What follows belongs to an exercise in optimizing a design on an open flow for small area and few clock cycles per item; a production flow would make more cautious choices. Only simulation tests tie the RTL to the original design; equivalence was not proved. Power and IR drop assume default switching activity.

## lb_top
module lb_top (
    input  logic                             clk,
    input  logic                             rstn,
    input  logic [1:0]                       mode,
    input  logic [4-1:0]            s_arvalid,
    input  logic [4*48-1:0] s_araddr,
    output logic [4-1:0]            s_arready,
    output logic [4-1:0]            s_rvalid,
    output logic [4*64-1:0] s_rdata,
    input  logic [4-1:0]            s_rready,
    output logic [4-1:0]            m_arvalid,
    output logic [4*48-1:0] m_araddr,
    input  logic [4-1:0]            m_arready,
    input  logic [4-1:0]            m_rvalid,
    input  logic [4*64-1:0] m_rdata
);
==> flow/config.mk <==
export PLATFORM = sky130hd
export DESIGN_NAME = lb_top
export DESIGN_NICKNAME = lb_top
export VERILOG_FILES = /design/flow/design.v
export SDC_FILE = /design/flow/constraint.sdc
export NUM_CORES = 4
export LEC_CHECK = 0
export CAP_MARGIN = 20
export CORE_AREA = 2 2 438 108
export CTS_BUF_LIST = sky130_fd_sc_hd__clkbuf_8
export CTS_CLUSTER_DIAMETER = 50
export CTS_CLUSTER_SIZE = 15
export DIE_AREA = 0 0 440 110
export SLEW_MARGIN = 20
==> flow/constraint.sdc <==
create_clock -name core_clock -period 14.0 [get_ports {clk}]
set_input_delay 2.8000 -clock core_clock [delete_from_list [all_inputs] [get_ports {clk}]]
set_output_delay 2.8000 -clock core_clock [all_outputs]
set_load 0.01 [all_outputs]
standard.sh (not shown) runs the stock make flow with config.mk's settings and CLKGATE_MAP_FILE= SYNTH_SCRIPT=/design/flow/synth_recipe.tcl, a recipe that flattens the netlist after the stock synthesis.
==> flow/flow/run.sh <==
#!/bin/bash
# standard layout, with the smallest buffer on every port instead of the
# resizer's default pick
set -o pipefail
cp standard.sh standard.sh.txt
export BUFFER_PORTS_ARGS="-buffer_cell sky130_fd_sc_hd__buf_1"
bash standard.sh > standard.log 2>&1
Testbench counts at the start, summed over its fixed seeds: cycles 2,412, items 4,800.
==> next run, changes <==
==> flow/run.sh (new file) <==
#!/bin/bash
# synth_recipe.tcl (not shown) runs the flow's synth.tcl, then flattens the netlist and writes it again
# the make line also repeats each setting of config.mk as NAME=value (left out here)
make -C /OpenROAD-flow-scripts/flow DESIGN_CONFIG=/design/flow/config.mk WORK_HOME=/design/flow/orfs CLKGATE_MAP_FILE= SYNTH_SCRIPT=/design/flow/synth_recipe.tcl finish
Settings changed: CTS_BUF_LIST sky130_fd_sc_hd__clkbuf_8 to unset, CTS_CLUSTER_DIAMETER 50 to unset, CTS_CLUSTER_SIZE 15 to unset.
removed: flow/flow/run.sh
removed: flow/standard.sh
The new run completed with no timing, DRC or antenna violations.
Clock-buffer cell count came out higher by 19.
Setup slack is worse by 0.78 ns.
Wire length came out higher by about 6%.
Synthesized cell count is unchanged.
Die area does not change.
Synthesized area does not change.
Worst hold slack is worse by 0.0080 ns.
Fmax came out lower by 10%.
Critical path depth came out lower by 1.
Clock skew came out lower by 0.011 ns.
Total power came out higher by 21%.
==> next run, changes <==
Settings changed: CORE_AREA 2 2 438 108 to unset, CORE_MARGIN set to 2, CORE_UTILIZATION set to 45, DIE_AREA 0 0 440 110 to unset.
The changed run ended with an error in I/O pin placement.
Area after synthesis stays the same.
Synthesized cell count does not change.

* * *

lb_top, a different RTL version from the one above (not shown whole).
Size: ~790 cells after synthesis, ~260 flip-flops, ~930 I/O pins.
export LEC_CHECK = 0
export CAP_MARGIN = 20
export CORE_AREA = 2 2 438 108
export CTS_BUF_LIST = sky130_fd_sc_hd__clkbuf_16
export CTS_CLUSTER_DIAMETER = 70
export CTS_CLUSTER_SIZE = 26
export DIE_AREA = 0 0 440 110
export SLEW_MARGIN = 20
create_clock -name core_clock -period 14.0 [get_ports {clk}]
==> flow/flow/run.sh <==
#!/bin/bash
# standard layout, with the smallest buffer on every port instead of the
# resizer's default pick, and the synthesized 2:1 muxes taken down to the
# smallest drive strength before placement (later repair can size them up)
set -eo pipefail
cp standard.sh standard.sh.txt
export BUFFER_PORTS_ARGS="-buffer_cell sky130_fd_sc_hd__buf_1"
bash standard.sh floorplan > standard_floorplan.log 2>&1
openroad -no_init -exit flow/downsize.tcl > downsize.log 2>&1
bash standard.sh > standard.log 2>&1
==> flow/flow/downsize.tcl <==
# swap every mux2_2 for mux2_1 (same pins, smaller cell) in the floorplan database
set odb_file orfs/results/sky130hd/lb_top/base/2_floorplan.odb
read_db $odb_file
set db [ord::get_db]
set small [$db findMaster sky130_fd_sc_hd__mux2_1]
set n 0
foreach inst [[[$db getChip] getBlock] getInsts] {
  if {[[$inst getMaster] getName] eq "sky130_fd_sc_hd__mux2_2"} {
    $inst swapMaster $small
    incr n
  }
}
puts "swapped $n mux2_2 for mux2_1"
write_db $odb_file
Testbench counts at the start, summed over its fixed seeds: cycles 4,208, items 4,800.
==> next run, changes <==
==> flow/flow/run.sh (replaced) <==
#!/bin/bash
# standard layout, with the smallest buffer on every port instead of the
# resizer's default pick
set -o pipefail
cp standard.sh standard.sh.txt
export BUFFER_PORTS_ARGS="-buffer_cell sky130_fd_sc_hd__buf_1"
bash standard.sh > standard.log 2>&1
- CTS_CLUSTER_DIAMETER: 70 -> 100
- CTS_CLUSTER_SIZE: 26 -> 34
removed: flow/flow/downsize.tcl
Fmax rises by 1.1%.
Power falls by 4.7%.
Routed wire length falls by 12%.
Sequential cell count is unchanged.
Synthesized area stays the same.
==> next run, changes <==
==> flow/flow/run.sh (replaced) <==
#!/bin/bash
# standard layout, with the smallest buffer on every port instead of the
# resizer's default pick, and ORFS's power recovery after global routing
# (downsizes gates on paths with slack to spare)
set -o pipefail
cp standard.sh standard.sh.txt
export BUFFER_PORTS_ARGS="-buffer_cell sky130_fd_sc_hd__buf_1"
export RECOVER_POWER=100
bash standard.sh > standard.log 2>&1
- CTS_CLUSTER_DIAMETER: 100 -> 70
- CTS_CLUSTER_SIZE: 34 -> 26
Synthesized cell count is unchanged. Via count went up by 0.41%. Final cell count barely changes. Die area is unchanged. Design area rose by about 1.1%. Worst hold slack got worse by 12 ps. Global-route usage barely changes.

* * *

The RTL this note starts from:
==> flow/design.v <==
`timescale 1ns/1ps
module lb_lane (
    input  logic                  clk,
    input  logic                  rstn,
    input  logic                  active,
    input  logic                  s_arvalid,
    output logic                  s_arready,
    output logic                  s_rvalid,
    output logic [64-1:0] s_rdata,
    input  logic                  s_rready,
    output logic                  m_arvalid,
    input  logic                  m_arready,
    input  logic                  m_rvalid,
    input  logic [64-1:0] m_rdata
);
    logic                  infl;
    logic                  held;
    logic [64-1:0] buf_q;
    logic                  room;
    logic                  accept;
    logic                  ret;
    assign s_rvalid  = held | m_rvalid;
    assign s_rdata   = held ? buf_q : m_rdata;
    assign ret       = s_rvalid & s_rready;
    assign room      = ~infl | ret;
    assign m_arvalid = s_arvalid & active & room;
    assign s_arready = m_arready & active & room;
    assign accept    = s_arvalid & s_arready;
    always_ff @(posedge clk) begin
        if (!rstn) begin
            infl <= 1'b0;
            held <= 1'b0;
        end else begin
            infl <= accept | (infl & ~ret);
            held <= s_rvalid & ~s_rready;
        end
    end
    always_ff @(posedge clk) begin
        if (!held) begin
            buf_q <= m_rdata;
        end
    end
endmodule
module lb_top (
    input  logic                             clk,
    input  logic                             rstn,
    input  logic [1:0]                       mode,
    input  logic [4-1:0]            s_arvalid,
    input  logic [4*48-1:0] s_araddr,
    output logic [4-1:0]            s_arready,
    output logic [4-1:0]            s_rvalid,
    output logic [4*64-1:0] s_rdata,
    input  logic [4-1:0]            s_rready,
    output logic [4-1:0]            m_arvalid,
    output logic [4*48-1:0] m_araddr,
    input  logic [4-1:0]            m_arready,
    input  logic [4-1:0]            m_rvalid,
    input  logic [4*64-1:0] m_rdata
);
    localparam int nports = 4;
    logic [nports-1:0] active;
    always_comb begin
        case (mode)
            2'd0:    active = '1;
            2'd1:    active = nports'(3);
            default: active = nports'(1);
        endcase
    end
    assign m_araddr = s_araddr;
    for (genvar i = 0; i < nports; i++) begin : g_lane
        lb_lane lane_i (
            .clk       (clk),
            .rstn      (rstn),
            .active    (active[i]),
            .s_arvalid (s_arvalid[i]),
            .s_arready (s_arready[i]),
            .s_rvalid  (s_rvalid[i]),
            .s_rdata   (s_rdata[i*64 +: 64]),
            .s_rready  (s_rready[i]),
            .m_arvalid (m_arvalid[i]),
            .m_arready (m_arready[i]),
            .m_rvalid  (m_rvalid[i]),
            .m_rdata   (m_rdata[i*64 +: 64])
        );
    end
endmodule
clock: 14.0 ns
lec_check: 0
cap_margin: 20
core_area: 2 2 438 108
cts_buf_list: sky130_fd_sc_hd__clkbuf_8
cts_cluster_diameter: 60
cts_cluster_size: 18
die_area: 0 0 440 110
slew_margin: 20
==> flow/flow/run.sh <==
#!/bin/bash
# standard layout, with the smallest buffer on every port instead of the
# resizer's default pick
set -o pipefail
cp standard.sh standard.sh.txt
export BUFFER_PORTS_ARGS="-buffer_cell sky130_fd_sc_hd__buf_1"
bash standard.sh > standard.log 2>&1
Testbench counts at the start, summed over its fixed seeds: cycles 4,208, items 4,800.
Edit:
==> flow/run.sh (new file) <==
#!/bin/bash
# synth_recipe.tcl (not shown) runs the flow's synth.tcl, then flattens the netlist and writes it again
# the make line also repeats each setting of config.mk as NAME=value (left out here)
make -C /OpenROAD-flow-scripts/flow DESIGN_CONFIG=/design/flow/config.mk WORK_HOME=/design/flow/orfs CLKGATE_MAP_FILE= SYNTH_SCRIPT=/design/flow/synth_recipe.tcl finish
- CTS_BUF_LIST: sky130_fd_sc_hd__clkbuf_8 -> sky130_fd_sc_hd__clkbuf_16
- CTS_CLUSTER_DIAMETER: 60 -> 80
- CTS_CLUSTER_SIZE: 18 -> 30
removed: flow/flow/run.sh
removed: flow/standard.sh
=> Wire length increases by 6.3%; synthesized area stays the same; design area increases by 30%; final cell count barely changes; worst hold slack barely changes; power increases by 12%; die area stays the same; global-route usage climbs by 1.3 points.
Edit:
==> flow/flow/run.sh (new file) <==
#!/bin/bash
# standard layout, with the smallest buffer on every port instead of the
# resizer's default pick
set -o pipefail
cp standard.sh standard.sh.txt
export BUFFER_PORTS_ARGS="-buffer_cell sky130_fd_sc_hd__buf_1"
bash standard.sh > standard.log 2>&1
==> flow/standard.sh (new file) <==
#!/bin/bash
# synth_recipe.tcl (not shown) runs the flow's synth.tcl, then flattens the netlist and writes it again
# the make line also repeats each setting of config.mk as NAME=value (left out here)
make -C /OpenROAD-flow-scripts/flow DESIGN_CONFIG=/design/flow/config.mk WORK_HOME=/design/flow/orfs CLKGATE_MAP_FILE= SYNTH_SCRIPT=/design/flow/synth_recipe.tcl "${@:-finish}"
- CORE_AREA: 2 2 438 108 -> 2 2 478 68
- CTS_CLUSTER_DIAMETER: 80 -> 70
- CTS_CLUSTER_SIZE: 30 -> 26
- DIE_AREA: 0 0 440 110 -> 0 0 480 70
removed: flow/run.sh
=> Cell area came out lower by about 24%; cell count is lower by 10%; via count went down by 1.7%; synthesized cell count stays the same; power came out lower by 6.6%; wire length is lower by about 16%; register-to-register slack degrades by 0.03 ns; core utilization came out higher by 3.5 points.
Edit:
- CORE_AREA: 2 2 478 68 -> 2 2 438 108
- DIE_AREA: 0 0 480 70 -> 0 0 440 110
Outcome:
- via count grows by 2.5%
- combinational power grows by about 6%
- sequential share of layout area shrinks by 0.90 points
- cell count grows by 12%
- routed wire length grows by about 11%
- design area grows by about 2%
- critical path depth is unchanged
- sequential cell count stays the same
- global-route usage shrinks by 5.0 points
- setup slack gets better by 0.012 ns

==> re-timing with driven ports <==
No port has a modelled driver above. Below, the same layouts with a new extraction and two added sets of constraints. Step 1 sets driving cells, clkbuf_16 on the clock port and buf_2 on the other inputs (assumed; they add their load-dependent delay and slew). Step 2 times the ports against the registers' clock, not the clock port: input delays grow and output delays shrink by t, the midpoint of the rising clock arrivals with the driver on. Slacks: no drivers / after step 1 / after step 2; pairs: no drivers / after step 1.
run | t, ns | setup slack, ns | worst setup path at the end | clock arrival spread, ns | slew at the worst register clock pin (ns)
the first run of note 1 | 0.639 | 7.375 / 7.333 / 7.333 | input to output | 0.047 / 0.047 | 0.11 / 0.11
the second run of note 1 | 0.601 | 6.598 / 6.544 / 6.544 | input to output | 0.041 / 0.040 | 0.08 / 0.08
the first run of note 2 | 0.532 | 7.171 / 7.134 / 7.134 | input to output | 0.024 / 0.025 | 0.11 / 0.11
the second run of note 2 | 0.534 | 7.247 / 7.223 / 7.223 | input to output | 0.024 / 0.025 | 0.12 / 0.12
the third run of note 2 | 0.534 | 7.263 / 7.239 / 7.239 | input to output | 0.031 / 0.031 | 0.10 / 0.10
the first run of note 3 | 0.588 | 7.203 / 7.179 / 7.179 | input to output | 0.014 / 0.014 | 0.12 / 0.12
the second run of note 3 | 0.546 | 6.321 / 6.298 / 6.298 | input to output | 0.027 / 0.027 | 0.12 / 0.12
the third run of note 3 | 0.520 | 7.193 / 7.170 / 7.170 | input to output | 0.031 / 0.032 | 0.11 / 0.11
the fourth run of note 3 | 0.535 | 7.206 / 7.182 / 7.182 | input to output | 0.030 / 0.030 | 0.10 / 0.10
After both steps every run listed still meets setup and hold. For the second run of note 1, which loses most, drivers alone change the setup slack by -0.054 ns; drivers and shift together by -0.054 ns.
